What follows belongs to an exercise in optimizing a design on an open flow for small area; a production flow would make more cautious choices. Only simulation tests tie the RTL to the original design; equivalence was not proved. No activity file was given, so power comes from the tool's default toggle rates.

==> flow/design.v (excerpt) <==
module page_pool_free_list_allocator_core
(
  input  logic        clk,
  input  logic        rst_n,
  input  logic        in_valid,
  output logic        in_ready,
  input  logic [9:0]  in_data,
  output logic        out_valid,
  input  logic        out_ready,
  output logic [18:0] out_data
);
  logic       s1_vld_r;
  logic [1:0] s1_cmd_r;
  logic [5:0] s1_idx_r;
  logic       out_valid_r;
  logic       out_free, fire;
  logic       oor;
  assign out_free = !out_valid_r || out_ready;
  assign fire     = s1_vld_r && out_free;
  assign in_ready = !s1_vld_r || out_free;
  assign oor      = |in_data[7:6];
  always_ff @(posedge clk) begin
    if (!rst_n) begin
      s1_vld_r <= 1'b0;
    end else if (in_ready) begin
      s1_vld_r <= in_valid;
    end
  end
  always_ff @(posedge clk) begin
    if (in_ready) begin
      s1_cmd_r <= {in_data[9] | (in_data[8] & oor), in_data[8]};
      s1_idx_r <= {in_data[5:1], !in_data[9] & (in_data[0] | oor)};
    end
  end
  logic [6:0]  cnt_r;                
  logic [6:0]  init_r;               
  logic [5:0]  fifo_r [64];          
  logic [63:0] used_r;               
  logic is_alloc, is_free, is_reinit, is_x;
  logic full, empty, used_bit;
  logic alloc_ok, free_ok;
  logic [5:0] head_page;
  logic [1:0] status;
  assign is_alloc  = (s1_cmd_r == 2'd0);
  assign is_free   = (s1_cmd_r == 2'd1);
  assign is_reinit = (s1_cmd_r == 2'd2);
  assign is_x      = (s1_cmd_r == 2'd3);
  assign full     = cnt_r[6];
  assign empty    = (cnt_r == 7'd0);
  assign alloc_ok = is_alloc && !full;
  assign free_ok  = is_free && used_bit;    
  logic [7:0]  rsel_lo, rsel_hi;
  logic [47:0] rgrp [8];
  logic [47:0] rgrp_q;
  logic [5:0]  fifo_rd;
  ppfl_dec8 u_rdec_lo (.a(~cnt_r[2:0]), .y(rsel_lo));
  ppfl_dec8 u_rdec_hi (.a(~cnt_r[5:3]), .y(rsel_hi));
  always_comb begin
  ...
Size: about 480 flip-flops, about 35 I/O pins.
export LEC_CHECK = 0
export CAP_MARGIN = 20
export CORE_MARGIN = 2
export CORE_UTILIZATION = 70
export PLACE_DENSITY = 0.75
export SLEW_MARGIN = 20
export SYNTH_HIERARCHICAL = 1
export SYNTH_MINIMUM_KEEP_SIZE = 0
create_clock -name core_clock -period 6.0 [get_ports {clk}]
standard.sh (not shown) runs the stock make flow with config.mk's settings and CLKGATE_MAP_FILE= SYNTH_SCRIPT=/design/flow/synth_recipe.tcl, a recipe that flattens the netlist after the stock synthesis.
==> flow/flow/run.sh <==
#!/bin/bash
# The standard ORFS layout (the standard.sh), with these changes:
#  - ports are buffered with sky130_fd_sc_hd__buf_1 instead of the default
#    cell that buffer_ports picks;
#  - clock tree synthesis clusters the flip-flops into groups of up to 20
#    under clkbuf_8 leaf buffers and inserts no dummy loads;
#  - the largest buffers and inverters are added to the platform's
#    don't-use list, so that repair builds fanout trees from smaller ones.
# Every tool's output goes to the ORFS logs under orfs/logs/, and make's own
# output to flow_make.log in this folder.
set -euo pipefail
PLATFORM_DONT_USE="sky130_fd_sc_hd__probe_p_8 sky130_fd_sc_hd__probec_p_8 sky130_fd_sc_hd__lpflow_bleeder_1 sky130_fd_sc_hd__lpflow_clkbufkapwr_1 sky130_fd_sc_hd__lpflow_clkbufkapwr_16 sky130_fd_sc_hd__lpflow_clkbufkapwr_2 sky130_fd_sc_hd__lpflow_clkbufkapwr_4 sky130_fd_sc_hd__lpflow_clkbufkapwr_8 sky130_fd_sc_hd__lpflow_clkinvkapwr_1 sky130_fd_sc_hd__lpflow_clkinvkapwr_16 sky130_fd_sc_hd__lpflow_clkinvkapwr_2 sky130_fd_sc_hd__lpflow_clkinvkapwr_4 sky130_fd_sc_hd__lpflow_clkinvkapwr_8 sky130_fd_sc_hd__lpflow_decapkapwr_12 sky130_fd_sc_hd__lpflow_decapkapwr_3 sky130_fd_sc_hd__lpflow_decapkapwr_4 sky130_fd_sc_hd__lpflow_decapkapwr_6 sky130_fd_sc_hd__lpflow_decapkapwr_8 sky130_fd_sc_hd__lpflow_inputiso0n_1 sky130_fd_sc_hd__lpflow_inputiso0p_1 sky130_fd_sc_hd__lpflow_inputiso1n_1 sky130_fd_sc_hd__lpflow_inputiso1p_1 sky130_fd_sc_hd__lpflow_inputisolatch_1 sky130_fd_sc_hd__lpflow_isobufsrc_1 sky130_fd_sc_hd__lpflow_isobufsrc_16 sky130_fd_sc_hd__lpflow_isobufsrc_2 sky130_fd_sc_hd__lpflow_isobufsrc_4 sky130_fd_sc_hd__lpflow_isobufsrc_8 sky130_fd_sc_hd__lpflow_isobufsrckapwr_16 sky130_fd_sc_hd__lpflow_lsbuf_lh_hl_isowell_tap_1 sky130_fd_sc_hd__lpflow_lsbuf_lh_hl_isowell_tap_2 sky130_fd_sc_hd__lpflow_lsbuf_lh_hl_isowell_tap_4 sky130_fd_sc_hd__lpflow_lsbuf_lh_isowell_4 sky130_fd_sc_hd__lpflow_lsbuf_lh_isowell_tap_1 sky130_fd_sc_hd__lpflow_lsbuf_lh_isowell_tap_2 sky130_fd_sc_hd__lpflow_lsbuf_lh_isowell_tap_4"
EXTRA_DONT_USE="sky130_fd_sc_hd__buf_8 sky130_fd_sc_hd__buf_12 sky130_fd_sc_hd__buf_16 sky130_fd_sc_hd__bufbuf_8 sky130_fd_sc_hd__bufbuf_16 sky130_fd_sc_hd__inv_12 sky130_fd_sc_hd__inv_16 sky130_fd_sc_hd__clkinv_16 sky130_fd_sc_hd__clkbuf_16 sky130_fd_sc_hd__bufinv_16"
bash standard.sh \
  "DONT_USE_CELLS=$PLATFORM_DONT_USE $EXTRA_DONT_USE" \
  "BUFFER_PORTS_ARGS=-buffer_cell sky130_fd_sc_hd__buf_1" \
  "CTS_ARGS=-sink_clustering_enable -repair_clock_nets -sink_clustering_size 20 -sink_clustering_max_diameter 60 -buf_list sky130_fd_sc_hd__clkbuf_8 -dont_use_dummy_load" \
  finish > flow_make.log 2>&1
==> next run, changes <==
- CORE_UTILIZATION: 70 -> 55
- PLACE_DENSITY: 0.75 -> default
After rerunning: Sequential cell count stays the same. Setup slack degrades by 0.073 ns. Final area went up slightly. Area after synthesis stays the same. Power went up slightly. Routed wire length went up slightly. Count of clock-buffer cells in the layout went up by 2. Critical path depth stays the same.


## wip/onyx
The RTL this note starts from:
==> flow/design.v <==
`default_nettype none
module ppfl_dec8
(
  input  logic [2:0] a,
  output logic [7:0] y
);
  always_comb begin
    for (int i = 0; i < 8; i++) y[i] = (a == 3'(i));
  end
endmodule
module ppfl_sel8x6
(
  input  logic [47:0] d,
  input  logic [7:0]  sel,
  output logic [5:0]  q
);
  always_comb begin
    q = '0;
    for (int i = 0; i < 8; i++) q |= {6{sel[i]}} & d[i*6 +: 6];
  end
endmodule
module ppfl_sel8x1
(
  input  logic [7:0] d,
  input  logic [7:0] sel,
  output logic       q
);
  assign q = |(d & sel);
endmodule
`default_nettype wire
`default_nettype none
module page_pool_free_list_allocator_core
(
  input  logic        clk,
  input  logic        rst_n,
  input  logic        in_valid,
  output logic        in_ready,
  input  logic [9:0]  in_data,
  output logic        out_valid,
  input  logic        out_ready,
  output logic [18:0] out_data
);
  logic       s1_vld_r;
  logic [1:0] s1_cmd_r;
  logic [5:0] s1_idx_r;
  logic       out_valid_r;
  logic       out_free, fire;
  logic       oor;
  assign out_free = !out_valid_r || out_ready;
  assign fire     = s1_vld_r && out_free;
  assign in_ready = !s1_vld_r || out_free;
  assign oor      = |in_data[7:6];
  always_ff @(posedge clk) begin
    if (!rst_n) begin
      s1_vld_r <= 1'b0;
    end else if (in_ready) begin
      s1_vld_r <= in_valid;
    end
  end
  always_ff @(posedge clk) begin
    if (in_ready) begin
      s1_cmd_r <= {in_data[9] | (in_data[8] & oor), in_data[8]};
      s1_idx_r <= {in_data[5:1], !in_data[9] & (in_data[0] | oor)};
    end
  end
  logic [6:0]  cnt_r;                
  logic [6:0]  init_r;               
  logic [5:0]  fifo_r [64];          
  logic [63:0] used_r;               
  logic is_alloc, is_free, is_reinit, is_x;
  logic full, empty, used_bit;
  logic alloc_ok, free_ok;
  logic [5:0] head_page;
  logic [1:0] status;
  assign is_alloc  = (s1_cmd_r == 2'd0);
  assign is_free   = (s1_cmd_r == 2'd1);
  assign is_reinit = (s1_cmd_r == 2'd2);
  assign is_x      = (s1_cmd_r == 2'd3);
  assign full     = cnt_r[6];
  assign empty    = (cnt_r == 7'd0);
  assign alloc_ok = is_alloc && !full;
  assign free_ok  = is_free && used_bit;    
  logic [7:0]  rsel_lo, rsel_hi;
  logic [47:0] rgrp [8];
  logic [47:0] rgrp_q;
  logic [5:0]  fifo_rd;
  ppfl_dec8 u_rdec_lo (.a(~cnt_r[2:0]), .y(rsel_lo));
  ppfl_dec8 u_rdec_hi (.a(~cnt_r[5:3]), .y(rsel_hi));
  always_comb begin
    for (int k = 0; k < 8; k++) begin
      for (int j = 0; j < 8; j++) rgrp[k][j*6 +: 6] = fifo_r[8*k + j];
    end
  end
  for (genvar k = 0; k < 8; k++) begin : g_rd
    ppfl_sel8x6 u_sel (.d(rgrp[k]), .sel(rsel_lo), .q(rgrp_q[k*6 +: 6]));
  end
  ppfl_sel8x6 u_rsel_hi (.d(rgrp_q), .sel(rsel_hi), .q(fifo_rd));
  assign head_page = init_r[6] ? fifo_rd : init_r[5:0];
  always_comb begin
    status = 2'd0;
    if (is_alloc) begin
      status = {1'b0, full};
    end else if (is_free) begin
      status = {!used_bit, !used_bit && !empty};
    end else if (is_x && s1_idx_r[0]) begin
      status = {1'b1, !empty};
    end
  end
  always_ff @(posedge clk) begin
    if (!rst_n) begin
      cnt_r  <= '0;
      init_r <= '0;
    end else if (fire) begin
      if (is_reinit) begin
        cnt_r  <= '0;
        init_r <= '0;
      end else if (alloc_ok) begin
        cnt_r <= cnt_r + 7'd1;
        if (!init_r[6]) init_r <= init_r + 7'd1;
      end else if (free_ok) begin
        cnt_r <= cnt_r - 7'd1;
      end
    end
  end
  always_ff @(posedge clk) begin
    if (fire && free_ok) begin
      fifo_r[0] <= s1_idx_r;
      for (int i = 1; i < 64; i++) fifo_r[i] <= fifo_r[i-1];
    end
  end
  logic [5:0] uidx;
  logic       uwe, uclr;
  logic [7:0] usel_lo, usel_hi, ugrp;
  logic [7:0] uen_lo_n, uen_hi_n;
  assign uidx = is_alloc ? head_page : s1_idx_r;
  assign uwe  = fire && (alloc_ok || free_ok);
  assign uclr = !rst_n || (fire && is_reinit);
  ppfl_dec8 u_udec_lo (.a(uidx[2:0]), .y(usel_lo));
  ppfl_dec8 u_udec_hi (.a(uidx[5:3]), .y(usel_hi));
  for (genvar k = 0; k < 8; k++) begin : g_urd
    ppfl_sel8x1 u_sel (.d(used_r[8*k +: 8]), .sel(usel_lo), .q(ugrp[k]));
  end
  ppfl_sel8x1 u_usel_hi (.d(ugrp), .sel(usel_hi), .q(used_bit));
  assign uen_lo_n = ~(usel_lo | {8{uclr}});
  assign uen_hi_n = ~((usel_hi & {8{uwe}}) | {8{uclr}});
  always_ff @(posedge clk) begin
    for (int i = 0; i < 64; i++) begin
      if (!(uen_lo_n[i % 8] || uen_hi_n[i / 8])) used_r[i] <= is_alloc && !uclr;
    end
  end
  logic [5:0] out_grant_r;
  logic [1:0] out_status_r;
  always_ff @(posedge clk) begin
    if (!rst_n) begin
      out_valid_r <= 1'b0;
    end else if (out_free) begin
      out_valid_r <= s1_vld_r;
    end
  end
  always_ff @(posedge clk) begin
    if (fire) begin
      out_grant_r  <= alloc_ok ? head_page : 6'd0;
      out_status_r <= status;
    end
  end
  assign out_valid = out_valid_r;
  assign out_data  = {2'b00, out_grant_r, out_status_r, 2'b00, cnt_r};
endmodule
`default_nettype wire
export LEC_CHECK = 0
export CAP_MARGIN = 20
export CORE_MARGIN = 2
export CORE_UTILIZATION = 55
export SLEW_MARGIN = 20
export SYNTH_HIERARCHICAL = 1
export SYNTH_MINIMUM_KEEP_SIZE = 0
create_clock -name core_clock -period 6.0 [get_ports {clk}]
==> flow/flow/run.sh <==
#!/bin/bash
# The standard ORFS layout (the standard.sh), with three changes:
#  - ports are buffered with sky130_fd_sc_hd__buf_1 instead of the default
#    cell that buffer_ports picks;
#  - clock tree synthesis clusters the flip-flops into groups of up to 20
#    under clkbuf_8 leaf buffers and inserts no dummy loads.
# Every tool's output goes to the ORFS logs under orfs/logs/, and make's own
# output to flow_make.log in this folder.
set -euo pipefail
bash standard.sh \
  "BUFFER_PORTS_ARGS=-buffer_cell sky130_fd_sc_hd__buf_1" \
  "CTS_ARGS=-sink_clustering_enable -repair_clock_nets -sink_clustering_size 20 -sink_clustering_max_diameter 60 -buf_list sky130_fd_sc_hd__clkbuf_8 -dont_use_dummy_load" \
  finish > flow_make.log 2>&1
Inputs modified between wip/onyx and wip/nickel:
- swapping 20 for 5 in SLEW_MARGIN
- putting GPL_TIMING_DRIVEN at 0 where nothing was set
- swapping 20 for 5 in CAP_MARGIN
Results
- Compared wip/nickel vs wip/onyx, and final critical-path setup slack is down in wip/nickel.
- Summary of wip/nickel over wip/onyx: global-route wire length before repair moved up; number of vias in the routed layout moved up; effective utilization at floorplan level; share of final-layout standard cells stronger than drive strength 1 moved up.
- Re clock network power share: wip/onyx and wip/nickel aren't equal, and the higher value belongs to wip/nickel.
- wip/nickel against wip/onyx; cell count is up slightly.
- Of wip/onyx and wip/nickel, wip/nickel shows the higher peak ir drop on the vdd network, with wip/onyx below it.
- Critical path depth: wip/nickel vs wip/onyx up 20%
- Total chip power ended up 0.79% higher on wip/nickel than on wip/onyx.
- After detailed routing, wip/onyx needs less wire than wip/nickel.
Input changes introduced in wip/amber (baseline for comparison: wip/nickel):
- changing SLEW_MARGIN from 5 to 20
- setting CTS_CLUSTER_SIZE to 30 for the first time
- setting CTS_CLUSTER_DIAMETER to 60 for the first time
- changing CAP_MARGIN from 5 to 20
- setting CTS_BUF_LIST to sky130_fd_sc_hd__clkbuf_16 for the first time
- removing GPL_TIMING_DRIVEN (formerly 0)
==> flow/run.sh (new file) <==
#!/bin/bash
# synth_recipe.tcl (not shown) runs the flow's synth.tcl, then flattens the netlist and writes it again
# the make line also repeats each setting of config.mk as NAME=value (left out here)
make -C /OpenROAD-flow-scripts/flow DESIGN_CONFIG=/design/flow/config.mk WORK_HOME=/design/flow/orfs CLKGATE_MAP_FILE= SYNTH_SCRIPT=/design/flow/synth_recipe.tcl finish
removed: flow/flow/run.sh
removed: flow/standard.sh
## What came out
Setup slack in wip/amber is larger than in wip/nickel.
Diff wip/amber..wip/nickel | die area | unchanged
NOTE: met2 routing resource usage after global routing in wip/amber falls short of that of wip/nickel
The higher design area of wip/nickel and wip/amber is in wip/amber.
Comparing wip/nickel and wip/amber, the higher global-route usage over all layers is on wip/nickel.
Net count of the finished layout (wip/amber over wip/nickel): decrease, 22
Input-level comparison between wip/violet and wip/amber:
- CTS_CLUSTER_SIZE: 30 -> 20
- CTS_BUF_LIST: sky130_fd_sc_hd__clkbuf_16 -> sky130_fd_sc_hd__clkbuf_8
- The sequential share of layout area of wip/violet is higher than that of wip/amber.
- The maximum level of the CTS H-tree of wip/amber and that of wip/violet are within noise of each other.
- Placement-stage cell area came out exactly the same in wip/violet and wip/amber.
- Measured against each other, wip/violet and wip/amber differ in share of total power in the clock network, the higher figure coming from wip/amber.
- Post-layout minimum cycle time: wip/violet vs wip/amber down 55 ps
- wip/violet vs. wip/amber: total power lost 10%, wire length now smaller, design area shrank by about 2.2%.
- Vias after detailed routing across wip/violet and wip/amber: no real change.
- [compare] base=wip/amber new=wip/violet: setup slack increased 55 ps, switching portion of total power shows a reduction of 0.25 points.

[afterwards: timing with drivers on the ports]
No port has a modelled driver above. Below, the same layouts with a new extraction and two added sets of constraints.
Step 1: set_driving_cell puts a clkbuf_16 on clk and a buf_2 on each other input, an assumption about the parent block.
Step 2 times the ports against the registers' clock, not the clock port: input delays grow and output delays shrink by t, the midpoint of the rising clock arrivals with the driver on.
a / b / c = no drivers / after step 1 / after step 2; a / b = the first two.
| run | t (ns) | slack for setup (ns) | hold slack, ns | latest minus earliest clock arrival (ns) |
|---|---|---|---|---|
| the first run of note 1 | 0.578 | 1.513 / 1.513 / 1.513 | 0.423 / 0.423 / 0.423 | 0.063 / 0.063 |
| the second run of note 1 | 0.584 | 1.439 / 1.439 / 1.439 | 0.407 / 0.407 / 0.407 | 0.067 / 0.067 |
| wip/onyx | 0.611 | 0.579 / 0.579 / 0.579 | 0.390 / 0.390 / 0.390 | 0.052 / 0.053 |
| wip/nickel | 0.606 | 0.280 / 0.280 / 0.280 | 0.422 / 0.422 / 0.422 | 0.038 / 0.038 |
| wip/amber | 0.579 | 0.686 / 0.686 / 0.686 | 0.438 / 0.438 / 0.438 | 0.029 / 0.029 |
| wip/violet | 0.607 | 0.741 / 0.741 / 0.741 | 0.453 / 0.453 / 0.453 | 0.032 / 0.032 |
After both steps setup and hold are still met in every run listed.
